Context: an optimization exercise on an open-source flow, tuned for small area and few clock cycles. The choices shown serve that exercise and are no tape-out recipe. The RTL was checked by simulation tests, not by an equivalence proof against the original design. Power is estimated from default activity; no workload was simulated.

Setup of run 1:
==> flow/design.v (excerpt) <==
module ignition_power_supervisor #(
  parameter int IGNITION_GAP_RESET_MS = 1000,
  parameter int TIME_BITS             = 32
) (
  input  logic                             clk,
  input  logic                             rst,
  input  logic                             s_tvalid,
  output logic                             s_tready,
  input  logic [ips_pkg::IN_TDATA_W-1:0]   s_tdata,    
  input  logic [ips_pkg::IN_TUSER_W-1:0]   s_tuser,    
  output logic                             m_tvalid,
  input  logic                             m_tready,
  output logic [ips_pkg::OUT_TDATA_W-1:0]  m_tdata,    
  input  logic                             cfg_valid,
  output logic                             cfg_ready,
  input  ips_pkg::cfg_idx_t                cfg_index,
  input  ips_pkg::cfg_word_t               cfg_data
);
export LEC_CHECK = 0
export ABC_AREA = 1
export CAP_MARGIN = 20
export CORE_MARGIN = 2
export CORE_UTILIZATION = 65
export SLEW_MARGIN = 20
create_clock -name core_clock -period 15.0 [get_ports {clk}]
standard.sh (not shown) runs the stock make flow with config.mk's settings and CLKGATE_MAP_FILE= SYNTH_SCRIPT=/design/flow/synth_recipe.tcl, a recipe that flattens the netlist after the stock synthesis.
==> flow/flow/run.sh <==
#!/bin/bash
# Standard layout with two changes: the port buffers use the smallest
# buffer cell (repair_design still upsizes any that need it), and clock tree
# synthesis clusters the flip-flops into larger groups under clkbuf_8
# without dummy balancing loads. Each tool's output is logged under orfs/logs;
# the make run's output goes to flow_make.log here.
set -euo pipefail
export BUFFER_PORTS_ARGS="-buffer_cell sky130_fd_sc_hd__buf_1"
export CTS_ARGS="-sink_clustering_enable -repair_clock_nets -dont_use_dummy_load -sink_clustering_size 30 -sink_clustering_max_diameter 80 -buf_list sky130_fd_sc_hd__clkbuf_16"
bash standard.sh > flow_make.log 2>&1
Testbench counts of run 1, summed over its fixed seeds: cycles 36,016.
The inputs of run 2 differ from those of run 1 as listed below.
==> flow/flow/run.sh <==
#!/bin/bash
# The standard layout (standard.sh) with three changes:
#  - synthesis maps the logic with flow/abc_area.script (an area-recovering
#    ABC mapping) in place of ORFS's area script; everything else in the
#    synthesis, registers included, is synth_recipe.tcl unchanged;
#  - the port buffers use the smallest buffer cell (repair_design still
#    upsizes any that need it);
#  - clock tree synthesis clusters the flip-flops under clkbuf_8 leaf
#    buffers without dummy balancing loads.
# Each tool logs to orfs/logs as usual; make's output goes to flow_make.log.
set -euo pipefail
HERE=$(pwd)
cat > "$HERE/synth_wrap.tcl" <<EOT
proc abc {args} {
  set i [lsearch \$args -script]
  if { \$i >= 0 } { lset args [expr {\$i + 1}] $HERE/flow/abc_area.script }
  yosys abc {*}\$args
}
source $HERE/synth_recipe.tcl
EOT
sed "s#SYNTH_SCRIPT=[^ ]*#SYNTH_SCRIPT=$HERE/synth_wrap.tcl#" standard.sh > standard_wrap.sh
grep -q "SYNTH_SCRIPT=$HERE/synth_wrap.tcl" standard_wrap.sh
export BUFFER_PORTS_ARGS="-buffer_cell sky130_fd_sc_hd__buf_1"
export CTS_ARGS="-sink_clustering_enable -repair_clock_nets -dont_use_dummy_load -sink_clustering_size 16 -sink_clustering_max_diameter 60 -buf_list sky130_fd_sc_hd__clkbuf_8"
bash standard_wrap.sh > flow_make.log 2>&1
==> flow/flow/abc_area.script (new file) <==
strash
dch
map -a
topo
==> comparison <==
Taking run 1 as the reference, in run 2 clock distribution power lost 7.8%, proportion of power drawn by the clock network now sits lower, ratio of cells with drive above 1 in the final layout now sits lower, die extent in y shows a reduction of 2.2%. Delta (run 2 minus run 1): synthesized area dropped about 4.5%; count of clock buffers in the final design has increased; post-synthesis compound-gate area fraction now sits higher; worst hold slack increased by 6.8 ps relative to the old numbers.
Edits applied to the flow inputs when going from run 2 to run 3:
# run 2
export LEC_CHECK = 0
export ABC_AREA = 1
export CAP_MARGIN = 20
export CORE_MARGIN = 2
export CORE_UTILIZATION = 65
export SLEW_MARGIN = 20
create_clock -name core_clock -period 15.0 [get_ports {clk}]
# run 3
export LEC_CHECK = 0
export ABC_AREA = 1
export CAP_MARGIN = 20
export CORE_MARGIN = 2
export CORE_UTILIZATION = 78
export SLEW_MARGIN = 20
create_clock -name core_clock -period 15.0 [get_ports {clk}]
==> flow/flow/run.sh <==
#!/bin/bash
# Standard layout with two changes: the port buffers use the smallest
# buffer cell (repair_design still upsizes any that need it), and clock tree
# synthesis clusters the flip-flops into larger groups under clkbuf_8
# without dummy balancing loads. Each tool's output is logged under orfs/logs;
# the make run's output goes to flow_make.log here.
set -euo pipefail
export BUFFER_PORTS_ARGS="-buffer_cell sky130_fd_sc_hd__buf_1"
export CTS_ARGS="-sink_clustering_enable -repair_clock_nets -dont_use_dummy_load -sink_clustering_size 10 -sink_clustering_max_diameter 50 -buf_list sky130_fd_sc_hd__clkbuf_4"
bash standard.sh > flow_make.log 2>&1
removed: flow/flow/abc_area.script
## What came out
Going from run 2 to run 3, xor/xnor share of the synthesized area roughly the same; maximum fanout along the worst path picked up an extra 4; worst hold slack shows no meaningful change; per-cell via count in the routed design grew by about 6.4%. Run 3 vs run 2 — worst supply voltage drop on vdd climbed by a little under 10%. Diff run 2 -> run 3 | die boundary height | decrease of 6.4%. Run 3: global-route usage higher than run 2.

* * *

## build 71
ignition_power_supervisor, a different RTL version from the one above (not shown whole).
Size in the first run: about 1400 cells after synthesis, roughly 300 flip-flops, roughly 85 I/O pins, ~0.014 mm2 of cells after synthesis.
==> flow/config.mk <==
export PLATFORM = sky130hd
export DESIGN_NAME = ignition_power_supervisor
export DESIGN_NICKNAME = ignition_power_supervisor
export VERILOG_FILES = /design/flow/design.v
export SDC_FILE = /design/flow/constraint.sdc
export NUM_CORES = 4
export LEC_CHECK = 0
export ABC_AREA = 1
export CAP_MARGIN = 20
export CORE_MARGIN = 2
export CORE_UTILIZATION = 65
export CTS_BUF_LIST = sky130_fd_sc_hd__clkbuf_16
export CTS_CLUSTER_DIAMETER = 80
export CTS_CLUSTER_SIZE = 30
export SLEW_MARGIN = 20
==> flow/constraint.sdc <==
create_clock -name core_clock -period 15.0 [get_ports {clk}]
set_input_delay 3.0000 -clock core_clock [delete_from_list [all_inputs] [get_ports {clk}]]
set_output_delay 3.0000 -clock core_clock [all_outputs]
set_load 0.01 [all_outputs]
run.sh (not shown) runs the stock make flow with config.mk's settings and CLKGATE_MAP_FILE= SYNTH_SCRIPT=/design/flow/synth_recipe.tcl, a recipe that flattens the netlist after the stock synthesis.
Stock flow here: none of the scripts above is used.
Build 71 ran to completion and came out clean on the timing, DRC and antenna checks.
Testbench counts of build 71, summed over its fixed seeds: cycles 36,016.
For build 26, these inputs were changed with respect to build 71:
- CTS_CLUSTER_SIZE removed (was 30)
- CTS_BUF_LIST removed (was sky130_fd_sc_hd__clkbuf_16)
- CTS_CLUSTER_DIAMETER removed (was 80)
==> flow/flow/run.sh (new file) <==
#!/bin/bash
# Standard layout with two changes: the port buffers use the smallest
# buffer cell (repair_design still upsizes any that need it), and clock tree
# synthesis clusters the flip-flops into larger groups under clkbuf_8
# without dummy balancing loads. Each tool's output is logged under orfs/logs;
# the make run's output goes to flow_make.log here.
set -euo pipefail
export BUFFER_PORTS_ARGS="-buffer_cell sky130_fd_sc_hd__buf_1"
export CTS_ARGS="-sink_clustering_enable -repair_clock_nets -dont_use_dummy_load -sink_clustering_size 16 -sink_clustering_max_diameter 60 -buf_list sky130_fd_sc_hd__clkbuf_8"
bash standard.sh > flow_make.log 2>&1
==> flow/standard.sh (new file) <==
#!/bin/bash
# synth_recipe.tcl (not shown) runs the flow's synth.tcl, then flattens the netlist and writes it again
# the make line also repeats each setting of config.mk as NAME=value (left out here)
make -C /OpenROAD-flow-scripts/flow DESIGN_CONFIG=/design/flow/config.mk WORK_HOME=/design/flow/orfs CLKGATE_MAP_FILE= SYNTH_SCRIPT=/design/flow/synth_recipe.tcl "${@:-finish}"
removed: flow/run.sh
### Flow results
Diff build 71 -> build 26: global-route wire length before repair has decreased; wire length on met2 has decreased; total power has decreased; routability congestion estimate from global placement has decreased; actual slew at the worst max-slew pin has increased. Build 26 does better than build 71 on clock period minus worst slack. Per the final summary, build 26 finished and its layout is clean on timing, DRC and antenna.
Input changes introduced in build 90 (baseline for comparison: build 26):
- changing CORE_UTILIZATION from 65 to 40
==> flow/run.sh (new file) <==
#!/bin/bash
# synth_recipe.tcl (not shown) runs the flow's synth.tcl, then flattens the netlist and writes it again
# the make line also repeats each setting of config.mk as NAME=value (left out here)
make -C /OpenROAD-flow-scripts/flow DESIGN_CONFIG=/design/flow/config.mk WORK_HOME=/design/flow/orfs CLKGATE_MAP_FILE= SYNTH_SCRIPT=/design/flow/synth_recipe.tcl finish
removed: flow/flow/run.sh
removed: flow/standard.sh
--- outcome ---
The total power draw in build 90 is 1.2 times that in build 26. Build 90 — fraction of area in registers 5.0 points lower, build 26 as reference. [build 90 vs build 26] standby leakage power: higher in build 90. Standard cell with the maximum stage delay on the critical path = sky130_fd_sc_hd__fa_1: build 26; standard cell with the maximum stage delay on the critical path = sky130_fd_sc_hd__clkdlybuf4s50_1: build 90. Build 90 reached the end of the flow, and the finished layout is clean on the timing, DRC and antenna checks. Maximum clock rate (higher): build 26.
> inputs changed (build 90 -> build 65)
- putting CTS_BUF_LIST at sky130_fd_sc_hd__clkbuf_8 where nothing was set
- swapping 40 for 65 in CORE_UTILIZATION
- putting CTS_CLUSTER_SIZE at 16 where nothing was set
- putting CTS_CLUSTER_DIAMETER at 60 where nothing was set
### Flow results
Build 65 ended with more maximum achievable frequency than build 90.
On length of the first detailed-routing pass in iterations, build 90 and build 65 are neck and neck.
Arrival time of data at the critical path endpoint essentially unchanged between build 65 and build 90.
Going from build 90 to build 65, global routing met1 resource utilization climbed 15 points, I/O pin count barely changed.

* * *

Setup of north:
Another version of the RTL of ignition_power_supervisor (not shown whole).
Size: about 85 I/O pins, ~13000 sq um of cells after synthesis.
export LEC_CHECK = 0
export ABC_AREA = 1
export CAP_MARGIN = 20
export CORE_MARGIN = 2
export CORE_UTILIZATION = 65
export SLEW_MARGIN = 20
create_clock -name core_clock -period 15.0 [get_ports {clk}]
standard.sh (not shown) runs the stock make flow with config.mk's settings and CLKGATE_MAP_FILE= SYNTH_SCRIPT=/design/flow/synth_recipe.tcl, a recipe that flattens the netlist after the stock synthesis.
==> flow/flow/run.sh <==
#!/bin/bash
# The standard layout (standard.sh) with three changes:
#  - synthesis maps the logic with flow/abc_area.script (an area-recovering
#    ABC mapping) in place of ORFS's area script; everything else in the
#    synthesis, registers included, is synth_recipe.tcl unchanged;
#  - the port buffers use the smallest buffer cell (repair_design still
#    upsizes any that need it);
#  - clock tree synthesis clusters the flip-flops under clkbuf_8 leaf
#    buffers without dummy balancing loads.
# Each tool logs to orfs/logs as usual; make's output goes to flow_make.log.
set -euo pipefail
HERE=$(pwd)
cat > "$HERE/synth_wrap.tcl" <<EOT
proc abc {args} {
  set i [lsearch \$args -script]
  if { \$i >= 0 } { lset args [expr {\$i + 1}] $HERE/flow/abc_area.script }
  yosys abc {*}\$args
}
source $HERE/synth_recipe.tcl
EOT
sed "s#SYNTH_SCRIPT=[^ ]*#SYNTH_SCRIPT=$HERE/synth_wrap.tcl#" standard.sh > standard_wrap.sh
grep -q "SYNTH_SCRIPT=$HERE/synth_wrap.tcl" standard_wrap.sh
export BUFFER_PORTS_ARGS="-buffer_cell sky130_fd_sc_hd__buf_1"
export CTS_ARGS="-sink_clustering_enable -repair_clock_nets -dont_use_dummy_load -sink_clustering_size 16 -sink_clustering_max_diameter 60 -buf_list sky130_fd_sc_hd__clkbuf_8"
bash standard_wrap.sh > flow_make.log 2>&1
==> flow/flow/abc_area.script <==
&get -n
&st
&dch
&nf -R 1000
&put
topo
north: PASS, flow complete, no timing, DRC or antenna violations
Testbench counts of north, summed over its fixed seeds: cycles 36,016.
--- input diff north..south ---
Settings: CORE_UTILIZATION now 50, was 65.
[summary]
Between south and north, total routing usage reported by global routing is higher for north, south comes in under that. [compare] base=north new=south: post-route non-filler standard cell count now sits higher; number of setup buffers added after CTS now sits lower; sequential share of cell area now sits lower; design area now sits higher. Lower final wirelength among south and north: north. For clock edge transition at the registers on the reported setup and hold paths, south and north come out practically identical. Growth of design area from synthesis to finish: south > north. Comparing south and north, cell total after placement is lower on north. Taking north as the reference, in south via-per-instance ratio down 0.43, clock period minus worst slack down 0.16 ns.
Edits applied to the flow inputs when going from south to east:
Settings: swapping 50 for 65 in CORE_UTILIZATION.
diff --git a/flow/flow/run.sh b/flow/flow/run.sh
--- a/flow/flow/run.sh
+++ b/flow/flow/run.sh
@@ -8 +8 @@
-#  - clock tree synthesis clusters the flip-flops under clkbuf_8 leaf
+#  - clock tree synthesis clusters the flip-flops under clkbuf_4 leaf
@@ -24 +24 @@
-export CTS_ARGS="-sink_clustering_enable -repair_clock_nets -dont_use_dummy_load -sink_clustering_size 16 -sink_clustering_max_diameter 60 -buf_list sky130_fd_sc_hd__clkbuf_8"
+export CTS_ARGS="-sink_clustering_enable -repair_clock_nets -dont_use_dummy_load -sink_clustering_size 10 -sink_clustering_max_diameter 50 -buf_list sky130_fd_sc_hd__clkbuf_4"
### Flow results
- Having completed the whole flow, south delivered a layout that passed the timing, DRC and antenna checks.
- Every stage of the flow completed for east, and the final layout passed the timing, DRC and antenna checks.
- Worst-case headroom to the max-slew limit delta (east − south): unfavourable
- south → east: final design instance area without fill dropped about 1.6%; worst endpoint required time climbed 0.07 ns.
- The sequential cell count of south and that of east are within noise of each other.
- Compared east vs south, and slew at the pin with the worst max-slew slack is up in east.
- When the final numbers for south and east were put side by side, the net switching fraction of the power turned out to be smaller in south.
The following lists how west was set up differently from east:
Settings: putting GPL_TIMING_DRIVEN at 0 where nothing was set.
Notes after the runs:
Of east and west, the lower final-layout non-clock buffer area share belongs to east. The post-route standard cell area excluding fillers in west was higher than what east gave. Net switching power of the design: west vs east down 0.48%. Comparing east and west, the lower timing-limited maximum frequency is on west. No stage failed in east, and the final checks on the layout all came back clean. west has completed all stages; timing, DRC and antenna checks passed. Diff west..east | cell area after technology mapping | negligible. Lower number of inserted filler cells in the final layout goes to east over west. west vs east on met2 layer wire length in the routed design: west is the higher one. west vs east — slack of the critical path dropped 0.18 ns. Post-detailed-route wirelength per cell for west: 0.45 microns up relative to east. met3 wire length for west: 5.1% up relative to east.

-- separate check: timing with driven ports --
The flow's constraints put no driver on any port. The routed layouts listed below were extracted and timed again, unchanged, in two steps.
Step 1 (the two cells are an assumption about what drives the block):
set clk [get_ports {clk}]
set_driving_cell -lib_cell sky130_fd_sc_hd__clkbuf_16 $clk
set_driving_cell -lib_cell sky130_fd_sc_hd__buf_2 [delete_from_list [all_inputs] $clk]
Step 2 also shifts input and output timing later by t, the mid clock arrival at the registers, as if the neighbouring blocks saw the same clock.
a / b / c = no drivers / after step 1 / after step 2; a / b = the first two.
run | t (ns) | setup slack, ns | worst register clock-pin slew, ns | pins driven straight from the clock port
run 1 | 0.538 | 0.440 / 0.467 / -0.072 | 0.11 / 0.11 | 1
run 2 | 0.589 | 0.449 / 0.464 / -0.125 | 0.10 / 0.10 | 1
run 3 | 0.656 | 0.442 / 0.449 / -0.207 | 0.11 / 0.11 | 1
build 71 | 0.548 | 0.470 / 0.492 / -0.057 | 0.11 / 0.11 | 1
build 26 | 0.591 | 0.540 / 0.560 / -0.031 | 0.10 / 0.10 | 1
build 90 | 0.554 | 0.487 / 0.512 / -0.042 | 0.06 / 0.06 | 1
build 65 | 0.617 | 0.541 / 0.561 / -0.056 | 0.10 / 0.10 | 1
north | 0.572 | 0.355 / 0.371 / -0.201 | 0.10 / 0.10 | 1
south | 0.593 | 0.515 / 0.538 / -0.055 | 0.10 / 0.10 | 1
east | 0.653 | 0.460 / 0.476 / -0.176 | 0.11 / 0.11 | 1
west | 0.648 | 0.285 / 0.303 / -0.346 | 0.11 / 0.11 | 1
Met with ideal ports but missed after step 2: setup timing in every run listed. The setup slack of run 3, which loses most, moves by +0.007 ns with the drivers and by -0.649 ns with both steps.
